This design comes from an exercise in tuning for small area on the open sky130 flow, not from production work. The RTL was checked by simulation tests, not by an equivalence proof against the original design. Power and IR drop assume default switching activity.

File: design/flow/flow/run.sh
#!/bin/bash
# Standard ORFS layout (the standard.sh) with these changes:
#  - port buffers are buf_1, the smallest buffer, rather than ORFS's pick;
#  - before repair_design, drivers of high-fanout nets are upsized
#    (flow/upsize.tcl) so that the nets need no buffer chains;
#  - clock tree synthesis adds no dummy loads and clusters sinks coarsely.
# ORFS writes each step's full log under orfs/logs; make's own output goes to
# standard.log here.
set -euo pipefail
here=$(pwd)
export BUFFER_PORTS_ARGS="-buffer_cell sky130_fd_sc_hd__buf_1"
export PRE_RESIZE_TCL="$here/flow/upsize.tcl"
export CTS_ARGS="-sink_clustering_enable -repair_clock_nets -dont_use_dummy_load -buf_list {sky130_fd_sc_hd__clkbuf_8 sky130_fd_sc_hd__clkbuf_16} -sink_clustering_size 24 -sink_clustering_max_diameter 60"
bash standard.sh finish > standard.log 2>&1
File: design/flow/flow/upsize.tcl
# Give every high-fanout net a driver strong enough for its load, so that
# repair_design does not have to split the net with chains of buffers.
proc my_upsize_drivers { min_fanout } {
  set n 0
  foreach net [get_nets *] {
    set loads [get_pins -of_objects $net -filter "direction==input"]
    if { [llength $loads] < $min_fanout } { continue }
    foreach drv [get_pins -of_objects $net -filter "direction==output"] {
      set inst [get_cells -of_objects $drv]
      set ref [get_property $inst ref_name]
      if { ![regexp {^(sky130_fd_sc_hd__\w+)_(\d+)$} $ref -> base size] } { continue }
      if { [string match "*clkbuf*" $base] || [string match "*df*" $base] } { continue }
      foreach want {4 2} {
        if { $want <= $size } { break }
        set cells [get_lib_cells -quiet */${base}_$want]
        if { [llength $cells] > 0 } {
          replace_cell $inst [lindex $cells 0]
          incr n
          break
        }
      }
    }
  }
  puts "my_upsize_drivers: resized $n drivers"
}
my_upsize_drivers 16
File: design/flow/standard.sh
#!/bin/bash
# synth_recipe.tcl (not shown) runs the flow's synth.tcl, then flattens the netlist and writes it again
# the make line also repeats each setting of config.mk as NAME=value (left out here)
make -C /OpenROAD-flow-scripts/flow DESIGN_CONFIG=/design/flow/config.mk WORK_HOME=/design/flow/orfs CLKGATE_MAP_FILE= SYNTH_SCRIPT=/design/flow/synth_recipe.tcl "${@:-finish}"
File: design/flow/config.mk
export PLATFORM = sky130hd
export DESIGN_NAME = regfile_32x32
export DESIGN_NICKNAME = regfile_32x32
export VERILOG_FILES = /design/flow/design.v
export SDC_FILE = /design/flow/constraint.sdc
export NUM_CORES = 4
export LEC_CHECK = 0
export CAP_MARGIN = 0
export CELL_PAD_IN_SITES_DETAIL_PLACEMENT = 0
export CELL_PAD_IN_SITES_GLOBAL_PLACEMENT = 0
export CORE_MARGIN = 2
export CORE_UTILIZATION = 50
export GPL_TIMING_DRIVEN = 0
export PLACE_DENSITY = 0.6
export SLEW_MARGIN = 0
export SYNTH_HIERARCHICAL = 1
export SYNTH_MINIMUM_KEEP_SIZE = 0
File: design/flow/constraint.sdc
create_clock -name core_clock -period 10.0 [get_ports {clk}]
set_input_delay 2.0000 -clock core_clock [delete_from_list [all_inputs] [get_ports {clk}]]
set_output_delay 2.0000 -clock core_clock [all_outputs]
set_load 0.01 [all_outputs]
File: design/flow/design.v
module regfile_aoi222 (
    input  logic a1, a2, b1, b2, c1, c2,
    output logic y
);
    assign y = !((a1 && a2) || (b1 && b2) || (c1 && c2));
endmodule
module regfile_nand2 (
    input  logic a, b,
    output logic y
);
    assign y = !(a && b);
endmodule
module regfile_nand4 (
    input  logic a, b, c, d,
    output logic y
);
    assign y = !(a && b && c && d);
endmodule
module regfile_or3 (
    input  logic a, b, c,
    output logic y
);
    assign y = a || b || c;
endmodule
module regfile_rd_bit (
    input  logic [31:0] sel,
    input  logic [31:0] d,
    output logic        y
);
    logic [11:0] t;
    logic [2:0]  u;
    for (genvar k = 0; k < 10; k++) begin : g_aoi
        regfile_aoi222 u_aoi (
            .a1(sel[3*k]),   .a2(d[3*k]),
            .b1(sel[3*k+1]), .b2(d[3*k+1]),
            .c1(sel[3*k+2]), .c2(d[3*k+2]),
            .y(t[k])
        );
    end
    regfile_nand2 u_nd30 (.a(sel[30]), .b(d[30]), .y(t[10]));
    regfile_nand2 u_nd31 (.a(sel[31]), .b(d[31]), .y(t[11]));
    regfile_nand4 u_n0 (.a(t[0]), .b(t[1]), .c(t[2]), .d(t[3]), .y(u[0]));
    regfile_nand4 u_n1 (.a(t[4]), .b(t[5]), .c(t[6]), .d(t[7]), .y(u[1]));
    regfile_nand4 u_n2 (.a(t[8]), .b(t[9]), .c(t[10]), .d(t[11]), .y(u[2]));
    regfile_or3   u_o  (.a(u[0]), .b(u[1]), .c(u[2]), .y(y));
endmodule
module regfile_and2 (
    input  logic a, b,
    output logic y
);
    assign y = a && b;
endmodule
module regfile_wr_pre (
    input  logic [4:0] writereg,
    input  logic       regwrite,
    output logic [3:0] lo,
    output logic [7:0] hi
);
    always_comb begin
        for (int k = 0; k < 4; k++) lo[k] = regwrite && (writereg[1:0] == 2'(k));
        for (int j = 0; j < 8; j++) hi[j] = (writereg[4:2] == 3'(j));
    end
endmodule
module regfile_wr_dec (
    input  logic [4:0]  writereg,
    input  logic        regwrite,
    output logic [31:1] wr_sel
);
    logic [3:0] lo;
    logic [7:0] hi;
    regfile_wr_pre u_pre (.writereg(writereg), .regwrite(regwrite), .lo(lo), .hi(hi));
    for (genvar i = 1; i < 32; i++) begin : g_sel
        regfile_and2 u_and (.a(lo[i % 4]), .b(hi[i / 4]), .y(wr_sel[i]));
    end
endmodule
module regfile_and3 (
    input  logic a, b, c,
    output logic y
);
    assign y = a && b && c;
endmodule
module regfile_rd_hit (
    input  logic       rst_n,
    input  logic       wr_live,
    input  logic [4:0] idx,
    input  logic [4:0] writereg,
    output logic       hit
);
    assign hit = rst_n && wr_live && (writereg == idx);
endmodule
module regfile_rd_pre (
    input  logic [4:0] idx,
    input  logic       hit,
    output logic [3:0] lo,
    output logic [7:0] hi
);
    always_comb begin
        for (int k = 0; k < 4; k++) lo[k] = !hit && (idx[1:0] == 2'(k));
        for (int j = 0; j < 8; j++) hi[j] = (idx[4:2] == 3'(j));
    end
endmodule
module regfile_rd_sel (
    input  logic        rst_n,
    input  logic        wr_live,
    input  logic [4:0]  idx,
    input  logic [4:0]  writereg,
    input  logic [31:1] valid,
    output logic [31:0] sel
);
    logic       hit;
    logic [3:0] lo;
    logic [7:0] hi;
    regfile_rd_hit u_hit (.rst_n(rst_n), .wr_live(wr_live), .idx(idx),
                          .writereg(writereg), .hit(hit));
    regfile_rd_pre u_pre (.idx(idx), .hit(hit), .lo(lo), .hi(hi));
    assign sel[0] = hit;
    for (genvar i = 1; i < 32; i++) begin : g_sel
        regfile_and3 u_and (.a(lo[i % 4]), .b(hi[i / 4]), .c(valid[i]), .y(sel[i]));
    end
endmodule
module regfile_32x32 #(
    parameter int DATA_WIDTH = 32,
    parameter int ADDR_WIDTH = 5,
    parameter int NUM_REGS   = 2**ADDR_WIDTH
) (
    input  logic                  clk,
    input  logic                  rst_n,
    input  logic [ADDR_WIDTH-1:0] readreg1,
    input  logic [ADDR_WIDTH-1:0] readreg2,
    input  logic [ADDR_WIDTH-1:0] writereg,
    input  logic [DATA_WIDTH-1:0] writedata,
    input  logic                  regwrite,
    output logic [DATA_WIDTH-1:0] read_data1,
    output logic [DATA_WIDTH-1:0] read_data2
);
    logic [DATA_WIDTH-1:0] regs  [1:NUM_REGS-1];
    logic [NUM_REGS-1:1]   valid;
    logic [NUM_REGS-1:1]   wr_sel;
    logic                  wr_live;
    assign wr_live = regwrite && (writereg != '0);
    regfile_wr_dec u_wr_dec (.writereg(writereg), .regwrite(regwrite), .wr_sel(wr_sel));
    always_ff @(posedge clk) begin
        for (int i = 1; i < NUM_REGS; i++) begin
            if (wr_sel[i]) regs[i] <= writedata;
        end
    end
    always_ff @(posedge clk or negedge rst_n) begin
        if (!rst_n) begin
            valid <= '0;
        end else begin
            valid <= valid | wr_sel;
        end
    end
    logic [NUM_REGS-1:0] sel1, sel2;
    regfile_rd_sel u_sel1 (.rst_n(rst_n), .idx(readreg1), .writereg(writereg),
                           .wr_live(wr_live), .valid(valid), .sel(sel1));
    regfile_rd_sel u_sel2 (.rst_n(rst_n), .idx(readreg2), .writereg(writereg),
                           .wr_live(wr_live), .valid(valid), .sel(sel2));
    for (genvar b = 0; b < DATA_WIDTH; b++) begin : g_bit
        logic [NUM_REGS-1:0] col;
        always_comb begin
            col[0] = writedata[b];
            for (int i = 1; i < NUM_REGS; i++) col[i] = regs[i][b];
        end
        regfile_rd_bit u_rd1 (.sel(sel1), .d(col), .y(read_data1[b]));
        regfile_rd_bit u_rd2 (.sel(sel2), .d(col), .y(read_data2[b]));
    end
endmodule
==> results of run 1 <==
## path summary, 6_finish.rpt
check | startpoint | cells after the start | endpoint
worst max-delay path | writereg[3] | 11 | read_data1[31]
worst min-delay path | valid[24] | 1 | valid[24]
worst max register to register | valid[8] | 1 | valid[8]
worst min register to register | valid[24] | 1 | valid[24]
max in group asynchronous | rst_n | 1 | valid[19]
min in group asynchronous | rst_n | 1 | valid[24]
## cell families after synthesis
logic type | Yosys count
buf+inv | 2
flops | 1023
xor+xnor | 10
simple gates | 551
compound gates | 641
## through the flow
| step | instances | setup WS [ns] | area (µm²) | utilization (%) | hold slack [ns] |
|---|---|---|---|---|---|
| 5_1_grt | 3471 | 1.852 | 44300 | 55.26 | 0.5130 |
| 3_5_place_dp | 3400 | 1.867 | 42530 | 53.06 | 0.4821 |
| 2_1_floorplan | 2227 | 3.580 | 40260 | - | 0.4452 |
| 6_report | 3471 | 1.826 | 44300 | 55.26 | 0.5037 |
| 3_3_place_gp | 3400 | 0.8921 | 42010 | 52.41 | 0.4595 |
| 4_1_cts | 3470 | 1.817 | 44280 | 55.25 | 0.5000 |
## per-module statistics from Yosys, one instance, submodules excluded, excerpt
module	cell area, µm²	flops+latches
regfile_32x32	30770	1023
regfile_and2	6.256	0
regfile_and3	6.256	0
regfile_aoi222	10.01	0
regfile_nand2	3.754	0
regfile_nand4	6.256	0
regfile_or3	6.256	0
regfile_rd_hit	58.81	0
regfile_rd_pre	93.84	0
regfile_rd_sel	7.507	0
regfile_wr_pre	96.34	0
## power by group through the flow
stage                     Combinational, mW  Sequential (mW)  Clock, mW
after CTS                             0.501             4.82       2.61
after detailed placement              0.500             4.91          0
after floorplan                       0.214             4.90          0
final                                 0.521             4.82       2.59
after global placement                0.476             4.91          0
after global routing                  0.537             4.83       2.76
## registers in the layout, indices dropped and copies added (netlist names)
register,cells
regs,992
valid,31
## layer usage
metal,up-vias,wire length [µm]
met3,427,20600
met2,2507,65390
met1,14263,48380
met5,-,9
met4,2,5596
li1,11225,-
## Yosys cell counts
library cell  number
or4_1              1
and3b_1            4
a222oi_1         640
nor3_1             5
xnor2_1           10
nor3b_1           14
and3_1            63
dfrtp_1           31
nand2_1          128
nand4_1          194
and2_1            31
buf_4              2
nand3_1            2
edfxtp_1         992
and3b_2            9
or2_2             31
and3_2             3
or3_1             64
nor2_1             2
o21a_1             1
## final cells by class
cell class / count / share of cell area, %
flip-flops and latches: 1023 / 69.00
diodes: 1 / 0.005649
plain buffers: 2 / 0.03390
well taps: 1060 / 2.994
multi-input cells: 1202 / 22.77
repair buffers: 113 / 1.237
clock buffers: 70 / 3.954
==> reports/results.ini, run 1 <==
[critical_path]
cp_cell_sequence = buf_1 > or4_1 > o21a_1 > nand3_1 > nor2_1 > nor3_1 > and3_4 > a222oi_1 > nand4_1 > or3_1 > buf_1
path_common_cell = buf_1
worst-path-buf-inv = 2
critPathArrivalTime_ns = 6.17
critPathRequiredTime_ns = 8.00
crit_family = simple AND/OR/NAND/NOR gates
slowest_delay_ns = 1.11
slowest_stage = nor3_1
r2r_setup_slack_ns = 9.18
cp_max_fo = 32
critPathCaptureType = output pin
critPathKind = in2out
start_kind = input port

[clock_network]
cts_buffer_depth = 3
cts_tree = built
cts_max_level = 3
path_clk_slew_ns = 0.08
clkSinkCount = 1023
postCtsSetupBuffers = 0
postCtsHoldBufs = 0
clock_latency_ns = 0.64
cts-root-buf = clkbuf_16
cts-resized-gates = 0
cts_buffers = 70

[global_route]
grt_start_max_net_pins = 34
grt_pass1_wl_um = 193800
grt.busiest_layer = met2
grtUsageMet1_pct = 43.49
overflow = 0
track_usage_pct = 33.00
antenna_found_initial = 10
grt_pass1_vias = 27806
use_met2_pct = 52.42
use_met3_pct = 8.384

[yosys]
synth.avg_cell_area_um2 = 18.08
ys_seq_elements = 1023
synth_nets = 2277
synth_top_area_share_pct = 73.99
synthAdderAreaFrac_pct = 0
synthCells = 2227
muxShareOfSynthArea_pct = 0
synth_warnings = 10
ys_top_cells_by_area = edfxtp_1 74%, a222oi_1 16%, nand4_1 3.0%, dfrtp_1 1.9%, nand2_1 1.2%
synth_compound_area_share_pct = 15.93
ys_types = 20
yosys.area_share.xor_xnor_pct = 0.2175
synth_top_family_by_area = compound AO/OA/AOI/OAI gates
yosysTopAreaCell = edfxtp_1
synth-simple-area-share_pct = 7.897
netlist_area_mm2 = 0.04026
synth_sequential_area_ratio_pct = 75.92

[floorplan]
fp.dieH_um = 287.8
core-area_mm2 = 0.08016
pin_count = 114
rows = 104
start_util_pct = 50.23
die-area_mm2 = 0.08281
fp.dieW_um = 287.8

[place]
gp_congestion = 0.9684
port_buffers = 113
dpl.hpwl_um = 74970

[route]
wire_per_inst_um = 40.32
num_vias = 28424
drc = 0
viasPerCell = 8.189
drtPass1Iterations = 13
drt_iter0_markers = 7368
postRouteAntennaNets = 0
wirelength_um = 140000

[sta]
setup_violations = 0
relSlewSlack_pct = 5.750
hold_viol = 0
fmax_ghz = 0.1223
rsz0062_at_grt = false
post-route-period-util_pct = 81.74
fin_skew_ns = 0
slew_viol_final = 0
worst_pin_slew_ns = 1.411
fin_setup_tns_ns = 0
period_needed_ns = 8.174

[finish]
layout-drive-gt1-share_pct = 10.17
area_delta_synth_final_pct = 10.03
layout_common_cells = 992 x edfxtp_1, 640 x a222oi_1, 194 x nand4_1, 128 x nand2_1, 80 x buf_1
layout_commonest_cell = edfxtp_1
seqCellArea_mm2 = 0.03056
multi_input_comb_area_mm2 = 0.01009
nets = 2462
fillCellCount = 6339

[pwr]
total_power_mw = 7.927
p_switching_mw = 1.766
p_int_mw = 6.162
switching_share_pct = 22.27
comb_power_share_pct = 6.6
p_clk_share_pct = 32.6
peakVddDrop_mv = 0.1053
seq_power_share_pct = 60.8
power_density_mw_per_mm2 = 179.0
leakagePower_nw = 13.35

[worst_hold_path]
hold_class = reg2reg

[run]
maxCapViolations = 0

[run_status]
status = no timing/DRC/antenna violations

==> run 2: changes to the inputs <==
--- a/design/flow/flow/run.sh
+++ b/design/flow/flow/run.sh
@@ -10,5 +10,5 @@
 here=$(pwd)
 export BUFFER_PORTS_ARGS="-buffer_cell sky130_fd_sc_hd__buf_1"
 export PRE_RESIZE_TCL="$here/flow/upsize.tcl"
-export CTS_ARGS="-sink_clustering_enable -repair_clock_nets -dont_use_dummy_load -buf_list {sky130_fd_sc_hd__clkbuf_8 sky130_fd_sc_hd__clkbuf_16} -sink_clustering_size 24 -sink_clustering_max_diameter 60"
+export CTS_ARGS="-sink_clustering_enable -repair_clock_nets -dont_use_dummy_load -root_buf sky130_fd_sc_hd__clkbuf_16 -buf_list {sky130_fd_sc_hd__clkbuf_8} -sink_clustering_size 16 -sink_clustering_max_diameter 50"
 bash standard.sh finish > standard.log 2>&1
--- a/design/flow/flow/upsize.tcl
+++ b/design/flow/flow/upsize.tcl
@@ -1,5 +1,6 @@
 # Give every high-fanout net a driver strong enough for its load, so that
-# repair_design does not have to split the net with chains of buffers.
+# repair_design does not have to split the net with chains of buffers:
+# write-enable drivers (and2) go to size 4, other drivers to size 2.
 proc my_upsize_drivers { min_fanout } {
   set n 0
   foreach net [get_nets *] {
@@ -10,7 +11,9 @@
       set ref [get_property $inst ref_name]
       if { ![regexp {^(sky130_fd_sc_hd__\w+)_(\d+)$} $ref -> base size] } { continue }
       if { [string match "*clkbuf*" $base] || [string match "*df*" $base] } { continue }
-      foreach want {4 2} {
+      set wants {2}
+      if { $base eq "sky130_fd_sc_hd__and2" } { set wants {4 2} }
+      foreach want $wants {
         if { $want <= $size } { break }
         set cells [get_lib_cells -quiet */${base}_$want]
         if { [llength $cells] > 0 } {
--- a/design/flow/config.mk
+++ b/design/flow/config.mk
@@ -5,13 +5,13 @@
 export SDC_FILE = /design/flow/constraint.sdc
 export NUM_CORES = 4
 export LEC_CHECK = 0
-export CAP_MARGIN = 0
+export CAP_MARGIN = 15
 export CELL_PAD_IN_SITES_DETAIL_PLACEMENT = 0
 export CELL_PAD_IN_SITES_GLOBAL_PLACEMENT = 0
 export CORE_MARGIN = 2
 export CORE_UTILIZATION = 50
 export GPL_TIMING_DRIVEN = 0
 export PLACE_DENSITY = 0.6
-export SLEW_MARGIN = 0
+export SLEW_MARGIN = 15
 export SYNTH_HIERARCHICAL = 1
 export SYNTH_MINIMUM_KEEP_SIZE = 0
==> run 2 against run 1 <==
  * Setup slack worse by 0.27 ns
  * First-iteration DRC count down 0.53%
  * Register-to-register slack about the same
  * Cell count up 0.78%
  * Critical path depth unchanged
  * Sequential share of layout area up 1.0 points
  * Critical endpoint is now read_data2[31]
  * Largest power group unchanged
==> reports/results.ini, run 2 <==
[finish]
layout_commonest_cell = edfxtp_1
fillCellCount = 6407
top_regs = regs (992), valid (31)
nets = 2486
layout-drive-gt1-share_pct = 11.09
area_delta_synth_final_pct = 8.388
layout_common_cells = 992 x edfxtp_1, 640 x a222oi_1, 194 x nand4_1, 128 x nand2_1, 85 x clkbuf_8
largest_register = regs
largest_reg_flops = 992

[worst_hold_path]
hold_class = reg2reg
hp-start = valid[3]

[yosys]
netlist_area_mm2 = 0.04026
synth_nets = 2277
ys_types = 20
yosysTopAreaCell = edfxtp_1
synth.avg_cell_area_um2 = 18.08
synth_top_area_share_pct = 73.99
synth_warnings = 10
synth_edf_count = 992
ys_top_cells_by_area = edfxtp_1 74%, a222oi_1 16%, nand4_1 3.0%, dfrtp_1 1.9%, nand2_1 1.2%
async_reset_ff_share_pct = 3.030
synth_common_cells = 992 x edfxtp_1, 640 x a222oi_1, 194 x nand4_1
synthCells = 2227
synthFlopType = edfxtp_1
synth_sequential_area_ratio_pct = 75.92
ys_seq_elements = 1023
yosysMostFrequentCell = edfxtp_1

[clock_network]
clock_latency_ns = 0.58
cts_tree = built
clkSinkCount = 1023
cts-root-buf = clkbuf_16
postCtsSetupBuffers = 0
cts-resized-gates = 0
cts_max_level = 3
cts_buffer_depth = 3
cts_buffers = 94
path_clk_slew_ns = 0.05
postCtsHoldBufs = 0

[pwr]
peakVddDrop_mv = 0.09363
power_density_mw_per_mm2 = 173.5
leakagePower_nw = 13.27
total_power_mw = 7.571

[critical_path]
critPathArrivalTime_ns = 6.45
start_kind = input port
crit_start = writereg[2]
rr_startpoint = valid[8]
critPathKind = in2out
critPathCaptureType = output pin
critPathRequiredTime_ns = 8.00
cp_max_fo = 32

[floorplan]
core-area_mm2 = 0.08016
start_util_pct = 50.23
fp.dieW_um = 287.8
pin_count = 114
die-area_mm2 = 0.08281
rows = 104
fp.dieH_um = 287.8

[global_route]
grt_pass1_wl_um = 194000
track_usage_pct = 33.04
antenna_found_initial = 15
overflow = 0
grt_start_max_net_pins = 34
grt_pass1_vias = 28042

[route]
drt_iter0_markers = 7329
wire_per_inst_um = 40.17
num_vias = 28694
postRouteAntennaNets = 0
viasPerCell = 8.203
drc = 0
wirelength_um = 140500
drtPass1Iterations = 10

[sta]
setup_violations = 0
period_needed_ns = 8.446
rsz0062_at_grt = false
relSlewSlack_pct = 19.86
post-route-period-util_pct = 84.46
fin_skew_ns = 0
hold_viol = 0
slew_viol_final = 0
fmax_ghz = 0.1184
fin_setup_tns_ns = 0
worst_pin_slew_ns = 1.193

[run_status]
status = no timing/DRC/antenna violations

[place]
dpl.hpwl_um = 75020
gp_congestion = 0.9684
port_buffers = 113

[run]
maxCapViolations = 0

[run 2: cell counts after synthesis]
No cell type changed its count.
[run 2: cell families (layout without fill, tap and decap cells)]
kind of cell / count (synthesis) / in the layout / share of synthesized area, %
other cells: 0 / 4 / 0
simple gates: 551 / 551 / 7.897
buf+inv: 2 / 209 / 0.03728
compound gates: 641 / 641 / 15.93
xor+xnor: 10 / 10 / 0.2175
flops: 1023 / 1023 / 75.92
[run 2: per-stage QoR]
stage | cell area (µm²) | util [%] | setup WS, ns | hold WS, ns | cells
after floorplan | 40260 | - | 3.580 | 0.4452 | 2227
after global placement | 42010 | 52.41 | 0.8921 | 0.4595 | 3400
after detailed placement | 42220 | 52.67 | 1.657 | 0.4633 | 3400
after CTS | 43620 | 54.41 | 1.634 | 0.4770 | 3494
after global routing | 43630 | 54.43 | 1.580 | 0.4885 | 3496
final | 43640 | 54.44 | 1.554 | 0.4772 | 3498
[run 2: report_power, final]
group          internal, mW  switching, mW
sequential             4.78         0.0412
clock                 0.923           1.32
combinational         0.138          0.375
[run 2: modules after synthesis, one instance, submodules excluded, a selection]
| module | cells inside | flip-flops and latches |
|---|---|---|
| regfile_or3 | 1 | 0 |
| regfile_aoi222 | 1 | 0 |
| regfile_rd_pre | 12 | 0 |
| regfile_rd_hit | 8 | 0 |
| regfile_32x32 | 1056 | 1023 |
| regfile_wr_pre | 12 | 0 |
| regfile_and3 | 1 | 0 |
| regfile_rd_sel | 1 | 0 |
| regfile_and2 | 1 | 0 |
| regfile_nand4 | 1 | 0 |
| regfile_nand2 | 1 | 0 |
[run 2: final cells by class]
type	instances	area (µm²)	share of cell area, %
multi-input cells	1202	9861	22.60
plain buffers	2	15.01	0.03441
clock buffers	94	1395	3.197
repair buffers	113	465.4	1.067
diodes	4	10.01	0.02294
flip-flops and latches	1023	30560	70.04
well taps	1060	1326	3.039
[run 2: metal layers]
metal | wire (µm) | track usage [%] | up-vias | part of all wire (%)
met5 | 55 | 0 | - | 0.039
met4 | 6393 | 15.34 | 8 | 4.5
met3 | 21140 | 8.724 | 460 | 15
met2 | 64940 | 51.63 | 2548 | 46
met1 | 47990 | 43.46 | 14434 | 34
li1 | - | - | 11244 | -
[run 2: worst max-delay path: stages]
cell	delay [ns]
buf_1	0.28
or4_1	0.56
o21a_1	0.20
nand3_1	0.07
nor2_1	0.12
nor3_1	0.97
and3_2	1.10
a222oi_1	0.29
nand4_1	0.38
or3_1	0.27
buf_1	0.17
[run 2: worst paths after layout]
path	to	slack, ns	cells after the start
min	valid[3]	0.48	1
min in group asynchronous	valid[21]	1.47	1
max in group asynchronous	valid[24]	7.96	1
max reg2reg	valid[8]	9.18	1
max	read_data2[31]	1.55	11
min reg2reg	valid[3]	0.48	1
==> run 3: changes to the inputs <==
--- a/design/flow/flow/run.sh
+++ b/design/flow/flow/run.sh
@@ -10,5 +10,5 @@
 here=$(pwd)
 export BUFFER_PORTS_ARGS="-buffer_cell sky130_fd_sc_hd__buf_1"
 export PRE_RESIZE_TCL="$here/flow/upsize.tcl"
-export CTS_ARGS="-sink_clustering_enable -repair_clock_nets -dont_use_dummy_load -root_buf sky130_fd_sc_hd__clkbuf_16 -buf_list {sky130_fd_sc_hd__clkbuf_8} -sink_clustering_size 16 -sink_clustering_max_diameter 50"
+export CTS_ARGS="-sink_clustering_enable -repair_clock_nets -dont_use_dummy_load -root_buf sky130_fd_sc_hd__clkbuf_16 -buf_list {sky130_fd_sc_hd__clkbuf_8} -sink_clustering_size 16 -sink_clustering_max_diameter 80"
 bash standard.sh finish > standard.log 2>&1
--- a/design/flow/flow/upsize.tcl
+++ b/design/flow/flow/upsize.tcl
@@ -1,6 +1,6 @@
 # Give every high-fanout net a driver strong enough for its load, so that
-# repair_design does not have to split the net with chains of buffers:
-# write-enable drivers (and2) go to size 4, other drivers to size 2.
+# repair_design does not have to split the net with chains of buffers: each
+# driver goes to size 2, and repair_design resizes any that still fall short.
 proc my_upsize_drivers { min_fanout } {
   set n 0
   foreach net [get_nets *] {
@@ -12,7 +12,6 @@
       if { ![regexp {^(sky130_fd_sc_hd__\w+)_(\d+)$} $ref -> base size] } { continue }
       if { [string match "*clkbuf*" $base] || [string match "*df*" $base] } { continue }
       set wants {2}
-      if { $base eq "sky130_fd_sc_hd__and2" } { set wants {4 2} }
       foreach want $wants {
         if { $want <= $size } { break }
         set cells [get_lib_cells -quiet */${base}_$want]
==> run 3 against run 2 <==
  * First-iteration DRC count fell by 0.56%
  * Clock power fell by 9.8%
  * Non-clock buffer count rose by 2
  * Die area did not move
  * Highest routed layer unchanged
  * Still clean on timing, DRC and antenna
  * Clock-buffer cell count fell by 21
  * Core utilization fell by 0.37 points
  * Hold slack improved by 0.014 ns
==> reports/results.ini, run 3 <==
[route]
wire_per_inst_um = 40.33
drt_iter0_markers = 7288
wirelength_um = 140300
postRouteAntennaNets = 0
drtPass1Iterations = 12
viasPerCell = 8.213
num_vias = 28566
drc = 0

[clock_network]
cts_max_level = 3
clock_latency_ns = 0.60
cts_buffer_depth = 3
cts-resized-gates = 0
cts_buffers = 73
cts-root-buf = clkbuf_16
path_clk_slew_ns = 0.10
clkSinkCount = 1023
cts_tree = built
postCtsHoldBufs = 0
postCtsSetupBuffers = 0

[yosys]
yosysTopAreaCell = edfxtp_1
synthCells = 2227
synth_common_cells = 992 x edfxtp_1, 640 x a222oi_1, 194 x nand4_1
yosysMostFrequentCell = edfxtp_1
ys_top_cells_by_area = edfxtp_1 74%, a222oi_1 16%, nand4_1 3.0%, dfrtp_1 1.9%, nand2_1 1.2%
synth_nets = 2277
ys_seq_elements = 1023
synth_edf_count = 992
synth_top_area_share_pct = 73.99
synth_warnings = 10
async_reset_ff_share_pct = 3.030
ys_types = 20
synth.avg_cell_area_um2 = 18.08
netlist_area_mm2 = 0.04026
synth_sequential_area_ratio_pct = 75.92
synthFlopType = edfxtp_1

[floorplan]
die-area_mm2 = 0.08281
core-area_mm2 = 0.08016
rows = 104
pin_count = 114
fp.dieW_um = 287.8
fp.dieH_um = 287.8
start_util_pct = 50.23

[critical_path]
start_kind = input port
slowest_delay_ns = 1.09
critPathCaptureType = output pin
slowest_stage = and3_2
critPathKind = in2out
critPathRequiredTime_ns = 8.00
path_common_cell = buf_1
critPathArrivalTime_ns = 6.49
cp_cell_sequence = buf_1 > or4_1 > o21a_1 > nand3_1 > nor2_1 > nor3_1 > and3_2 > a222oi_1 > nand4_1 > or3_1 > buf_1
cp_max_fo = 32

[finish]
layout-drive-gt1-share_pct = 10.35
top_regs = regs (992), valid (31)
layout_commonest_cell = edfxtp_1
fillCellCount = 6436
nets = 2467
layout_common_cells = 992 x edfxtp_1, 640 x a222oi_1, 194 x nand4_1, 128 x nand2_1, 80 x buf_1
area_delta_synth_final_pct = 7.661
largest_register = regs
largest_reg_flops = 992
stdcell_area_mm2 = 0.04334
fin_util_pct = 54.07

[place]
port_buffers = 113
dpl.hpwl_um = 74970
place_area_mm2 = 0.04218
gp_congestion = 0.9684

[sta]
fin_skew_ns = 0
post-route-period-util_pct = 84.94
hold_slack_ns = 0.4912
period_needed_ns = 8.494
hold_viol = 0
fin_setup_tns_ns = 0
worst_pin_slew_ns = 1.277
slew_viol_final = 0
rsz0062_at_grt = false
relSlewSlack_pct = 14.84
fmax_ghz = 0.1177
setup_violations = 0

[global_route]
antenna_found_initial = 12
grt_start_max_net_pins = 34
track_usage_pct = 32.90
grt_pass1_vias = 27898
overflow = 0
grt_pass1_wl_um = 193400

[pwr]
peakVddDrop_mv = 0.09315
total_power_mw = 7.350
power_density_mw_per_mm2 = 169.6
leakagePower_nw = 13.11

[run_status]
status = no timing/DRC/antenna violations

[worst_hold_path]
hold_class = reg2reg

[run]
maxCapViolations = 0

## run 3: worst max-delay path, delay by kind of cell
family | cells | cell delay (ns)
AND/OR/NAND/NOR | 7 | 3.52
AO/OA/AOI/OAI | 2 | 0.50
buffers and inverters | 2 | 0.44
## run 3: final cells by class
cell class / instances / area, µm² / share of cell area (%)
sequential: 1023 / 30560 / 70.52
multi-input combinational: 1202 / 9819 / 22.65
tap: 1060 / 1326 / 3.060
clock buffer: 73 / 1106 / 2.552
timing repair buffer: 115 / 505.5 / 1.166
buffer: 2 / 15.01 / 0.03464
antenna: 3 / 7.507 / 0.01732
## run 3: logic make-up after synthesis
| family | Yosys count | share of synthesized area [%] |
|---|---|---|
| buf+inv | 2 | 0.03728 |
| compound gates | 641 | 15.93 |
| simple gates | 551 | 7.897 |
| flops | 1023 | 75.92 |
| xor+xnor | 10 | 0.2175 |
## run 3: power by group
part	total, mW	leakage (nW)	internal, mW	switching (mW)
registers	4.82	9.29	4.77	0.0412
clock network	2.02	0.571	0.743	1.28
logic	0.514	3.25	0.138	0.376
## run 3: Yosys stat by module, one instance, submodules excluded, a selection
module / cells inside / flip-flops and latches
regfile_aoi222: 1 / 0
regfile_and3: 1 / 0
regfile_32x32: 1056 / 1023
regfile_nand4: 1 / 0
regfile_wr_pre: 12 / 0
regfile_or3: 1 / 0
## run 3: path summary, 6_finish.rpt
kind,start,to,slack [ns],depth (start not counted)
min in group asynchronous,rst_n,valid[22],1.48,1
worst max register to register,valid[8],valid[8],9.18,1
worst min register to register,valid[25],valid[25],0.49,1
worst max-delay path,writereg[3],read_data2[31],1.51,11
max in group asynchronous,rst_n,valid[25],8.01,1
worst min-delay path,valid[25],valid[25],0.49,1
## run 3: layer usage
layer  wire, µm  GRT usage (%)
met1      48510          43.02
met3      20460          8.455
met5         23              0
met2      65230          51.78
met4       6051          15.49
## run 3: per-stage QoR
| step | setup slack (ns) | std cells |
|---|---|---|
| 2_1_floorplan | 3.580 | 2227 |
| 3_3_place_gp | 0.8921 | 3400 |
| 3_5_place_dp | 1.678 | 3400 |
| 4_1_cts | 1.644 | 3473 |
| 5_1_grt | 1.544 | 3477 |
| 6_report | 1.506 | 3478 |
==> run 4: changes to the inputs <==
--- a/design/flow/design.v
+++ b/design/flow/design.v
@@ -4,17 +4,23 @@
 );
     assign y = !((a1 && a2) || (b1 && b2) || (c1 && c2));
 endmodule
-module regfile_nand2 (
-    input  logic a, b,
+module regfile_aoi22 (
+    input  logic a1, a2, b1, b2,
     output logic y
 );
-    assign y = !(a && b);
+    assign y = !((a1 && a2) || (b1 && b2));
 endmodule
 module regfile_nand4 (
     input  logic a, b, c, d,
     output logic y
 );
     assign y = !(a && b && c && d);
+endmodule
+module regfile_nand3 (
+    input  logic a, b, c,
+    output logic y
+);
+    assign y = !(a && b && c);
 endmodule
 module regfile_or3 (
     input  logic a, b, c,
@@ -27,7 +33,7 @@
     input  logic [31:0] d,
     output logic        y
 );
-    logic [11:0] t;
+    logic [10:0] t;
     logic [2:0]  u;
     for (genvar k = 0; k < 10; k++) begin : g_aoi
         regfile_aoi222 u_aoi (
@@ -37,11 +43,12 @@
             .y(t[k])
         );
     end
-    regfile_nand2 u_nd30 (.a(sel[30]), .b(d[30]), .y(t[10]));
-    regfile_nand2 u_nd31 (.a(sel[31]), .b(d[31]), .y(t[11]));
+    regfile_aoi22 u_aoi_last (
+        .a1(sel[30]), .a2(d[30]), .b1(sel[31]), .b2(d[31]), .y(t[10])
+    );
     regfile_nand4 u_n0 (.a(t[0]), .b(t[1]), .c(t[2]), .d(t[3]), .y(u[0]));
     regfile_nand4 u_n1 (.a(t[4]), .b(t[5]), .c(t[6]), .d(t[7]), .y(u[1]));
-    regfile_nand4 u_n2 (.a(t[8]), .b(t[9]), .c(t[10]), .d(t[11]), .y(u[2]));
+    regfile_nand3 u_n2 (.a(t[8]), .b(t[9]), .c(t[10]), .y(u[2]));
     regfile_or3   u_o  (.a(u[0]), .b(u[1]), .c(u[2]), .y(y));
 endmodule
 module regfile_and2 (
--- a/design/flow/flow/upsize.tcl
+++ b/design/flow/flow/upsize.tcl
@@ -26,3 +26,14 @@
   puts "my_upsize_drivers: resized $n drivers"
 }
 my_upsize_drivers 16
+
+# Synthesis sizes the read slices' 2-pair AND-OR-invert up to a22oi_2 for
+# its own load model; it drives a single gate input, so size 1 is enough.
+set n 0
+foreach inst [get_cells *] {
+  if { [get_property $inst ref_name] eq "sky130_fd_sc_hd__a22oi_2" } {
+    replace_cell $inst [lindex [get_lib_cells */sky130_fd_sc_hd__a22oi_1] 0]
+    incr n
+  }
+}
+puts "my_downsize: resized $n a22oi_2 to a22oi_1"
==> run 4 against run 3 <==
  * Power is 0.32% higher
  * Highest routed layer unchanged
  * Clock skew unchanged
  * Sequential cell count stayed put
  * Cell count fell by 1.9%
  * Wire length increased by 2.6%
  * Die area grew 0.59%
==> reports/results.ini, run 4 <==
[run_status]
status = no timing/DRC/antenna violations

[yosys]
synthFlopType = edfxtp_1
yosysTopAreaCell = edfxtp_1
synth_warnings = 10
netlist_area_mm2 = 0.04050
ys_types = 20
ys_top_cells_by_area = edfxtp_1 74%, a222oi_1 16%, nand4_1 2.0%, a22oi_2 2.0%, dfrtp_1 1.9%
yosysMostFrequentCell = edfxtp_1
synth_top_area_share_pct = 73.55
synth_sequential_area_ratio_pct = 75.47
synthCells = 2163
ys_seq_elements = 1023
synth_common_cells = 992 x edfxtp_1, 640 x a222oi_1, 130 x nand4_1
synth.avg_cell_area_um2 = 18.72
async_reset_ff_share_pct = 3.030
synth_edf_count = 992
synth_nets = 2213

[sta]
worst_pin_slew_ns = 1.296
hold_viol = 0
setup_violations = 0
rsz0062_at_grt = false
post-route-period-util_pct = 84.31
fin_setup_tns_ns = 0
period_needed_ns = 8.431
relSlewSlack_pct = 13.58
fin_skew_ns = 0
slew_viol_final = 0
fmax_ghz = 0.1186

[critical_path]
critPathRequiredTime_ns = 8.00
critPathCaptureType = output pin
start_kind = input port
critPathArrivalTime_ns = 6.43
critPathKind = in2out
cp_max_fo = 32

[finish]
layout_commonest_cell = edfxtp_1
largest_reg_flops = 992
largest_register = regs
layout_common_cells = 992 x edfxtp_1, 640 x a222oi_1, 130 x nand4_1, 80 x buf_1, 66 x nand3_1
area_delta_synth_final_pct = 6.766
layout-drive-gt1-share_pct = 10.51
fillCellCount = 6404
top_regs = regs (992), valid (31)
nets = 2402
stdcell_area_mm2 = 0.04324

[global_route]
grt_pass1_wl_um = 197200
track_usage_pct = 33.69
grt_pass1_vias = 27247
overflow = 0
grt_start_max_net_pins = 34
antenna_found_initial = 13

[clock_network]
cts_max_level = 3
cts_tree = built
cts-resized-gates = 0
cts_buffers = 73
cts-root-buf = clkbuf_16
cts_buffer_depth = 3
postCtsHoldBufs = 0
path_clk_slew_ns = 0.11
clkSinkCount = 1023
postCtsSetupBuffers = 0
clock_latency_ns = 0.61

[route]
drtPass1Iterations = 12
drc = 0
viasPerCell = 8.326
postRouteAntennaNets = 0
wire_per_inst_um = 42.18
drt_iter0_markers = 7247
num_vias = 28399
wirelength_um = 143900

[run]
maxCapViolations = 0

[floorplan]
rows = 104
start_util_pct = 50.36
pin_count = 114
die-area_mm2 = 0.08329
fp.dieH_um = 288.6
fp.dieW_um = 288.6
core-area_mm2 = 0.08042

[pwr]
leakagePower_nw = 13.13
seq_power_share_pct = 65.3
power_density_mw_per_mm2 = 170.5
peakVddDrop_mv = 0.07816
p_int_mw = 5.656
p_switching_mw = 1.718
comb_power_share_pct = 7.0
p_clk_share_pct = 27.7
switching_share_pct = 23.30

[worst_hold_path]
hold_class = reg2reg

[place]
place_area_mm2 = 0.04212
gp_congestion = 0.8970
port_buffers = 113
dpl.hpwl_um = 75270

-- run 4: critical path, stage by stage --
cell,delay [ns]
buf_1,0.24
or4_1,0.57
o21a_1,0.20
nand3_1,0.07
nor2_1,0.11
nor3_1,0.94
and3_2,1.24
a222oi_1,0.22
nand4_1,0.30
or3_1,0.30
buf_1,0.20
-- run 4: area by class of cell --
cell class	count	area (µm²)	area share (%)
diodes	1	2.502	0.005787
flip-flops and latches	1023	30560	70.68
plain buffers	2	15.01	0.03472
multi-input cells	1138	9741	22.53
well taps	1060	1326	3.067
clock buffers	73	1106	2.558
repair buffers	114	485.5	1.123
-- run 4: cells by family after synthesis --
logic type,share of synthesized area [%]
AND/OR/NAND/NOR,6.466
flip-flops,75.47
buffers and inverters,0.03706
XOR/XNOR,0.2162
AO/OA/AOI/OAI,17.81
-- run 4: layer usage --
metal / track usage (%) / vias up / share of wire [%] / routed length, µm
li1: - / 11064 / - / -
met1: 44.86 / 14337 / 34 / 49030
met2: 53.53 / 2610 / 47 / 67250
met3: 8.175 / 386 / 15 / 21570
met4: 13.84 / 2 / 4.2 / 6019
met5: 0 / - / 0.0090 / 13
-- run 4: final timing paths --
check	start	end	slack, ns	depth (start not counted)
max	writereg[3]	read_data2[22]	1.57	11
min	valid[15]	valid[15]	0.49	1
max reg2reg	valid[13]	valid[13]	9.20	1
min reg2reg	valid[15]	valid[15]	0.49	1
max in group asynchronous	rst_n	valid[26]	8.03	1
min in group asynchronous	rst_n	valid[19]	1.46	1
-- run 4: power groups by stage --
stage          registers (mW)  logic, mW  clock network [mW]
5_1_grt                  4.82      0.526                2.20
6_report                 4.81      0.514                2.05
4_1_cts                  4.81      0.495                2.06
2_1_floorplan            4.90      0.218                   0
3_3_place_gp             4.91      0.486                   0
3_5_place_dp             4.91      0.494                   0
-- run 4: metrics by stage --
step | setup WS (ns) | util, % | std cells | power, mW | hold slack [ns]
after detailed placement | 1.491 | 52.38 | 3337 | 5.403 | 0.4590
after global placement | 0.7415 | 52.54 | 3336 | 5.394 | 0.4578
after floorplan | 3.157 | - | 2163 | 5.117 | 0.4452
final | 1.569 | 53.77 | 3411 | 7.374 | 0.4885
after CTS | 1.495 | 53.75 | 3410 | 7.363 | 0.4864
after global routing | 1.489 | 53.77 | 3411 | 7.551 | 0.5033
-- run 4: per-module statistics from Yosys, one instance, submodules excluded, a selection --
module	copies in the design	cell area [µm²]	flip-flops and latches	cells inside
regfile_rd_pre	2	93.84	0	12
regfile_aoi22	64	12.51	0	1
regfile_aoi222	640	10.01	0	1
regfile_rd_sel	2	7.507	0	1
regfile_nand4	128	6.256	0	1
regfile_and2	31	6.256	0	1

-- separate check: timing with driven ports --
The flow's constraints put no driver on any port. The routed layouts listed below were extracted and timed again, unchanged, in two steps. Step 1 (the two cells are an assumption about what drives the block):
set clk [get_ports {clk}]
set_driving_cell -lib_cell sky130_fd_sc_hd__clkbuf_16 $clk
set_driving_cell -lib_cell sky130_fd_sc_hd__buf_2 [delete_from_list [all_inputs] $clk]
Step 2 adds t to the input delays and takes it off the output delays; t is the mean of the earliest and latest rising clock arrival at the registers after step 1. Input paths then give back, and output paths get back, about the clock's delay inside the block. Slacks: ideal / step 1 / step 2; pairs: ideal / step 1.
| run | shift t [ns] | slack for setup (ns) | worst data-port slew with drivers (ns) |
|---|---|---|---|
| run 1 | 0.693 | 1.826 / 1.801 / 1.801 | 0.10 |
| run 2 | 0.669 | 1.554 / 1.532 / 1.532 | 0.10 |
| run 3 | 0.670 | 1.506 / 1.480 / 1.480 | 0.09 |
| run 4 | 0.675 | 1.569 / 1.543 / 1.543 | 0.08 |
After both steps setup and hold are still met in every run listed.
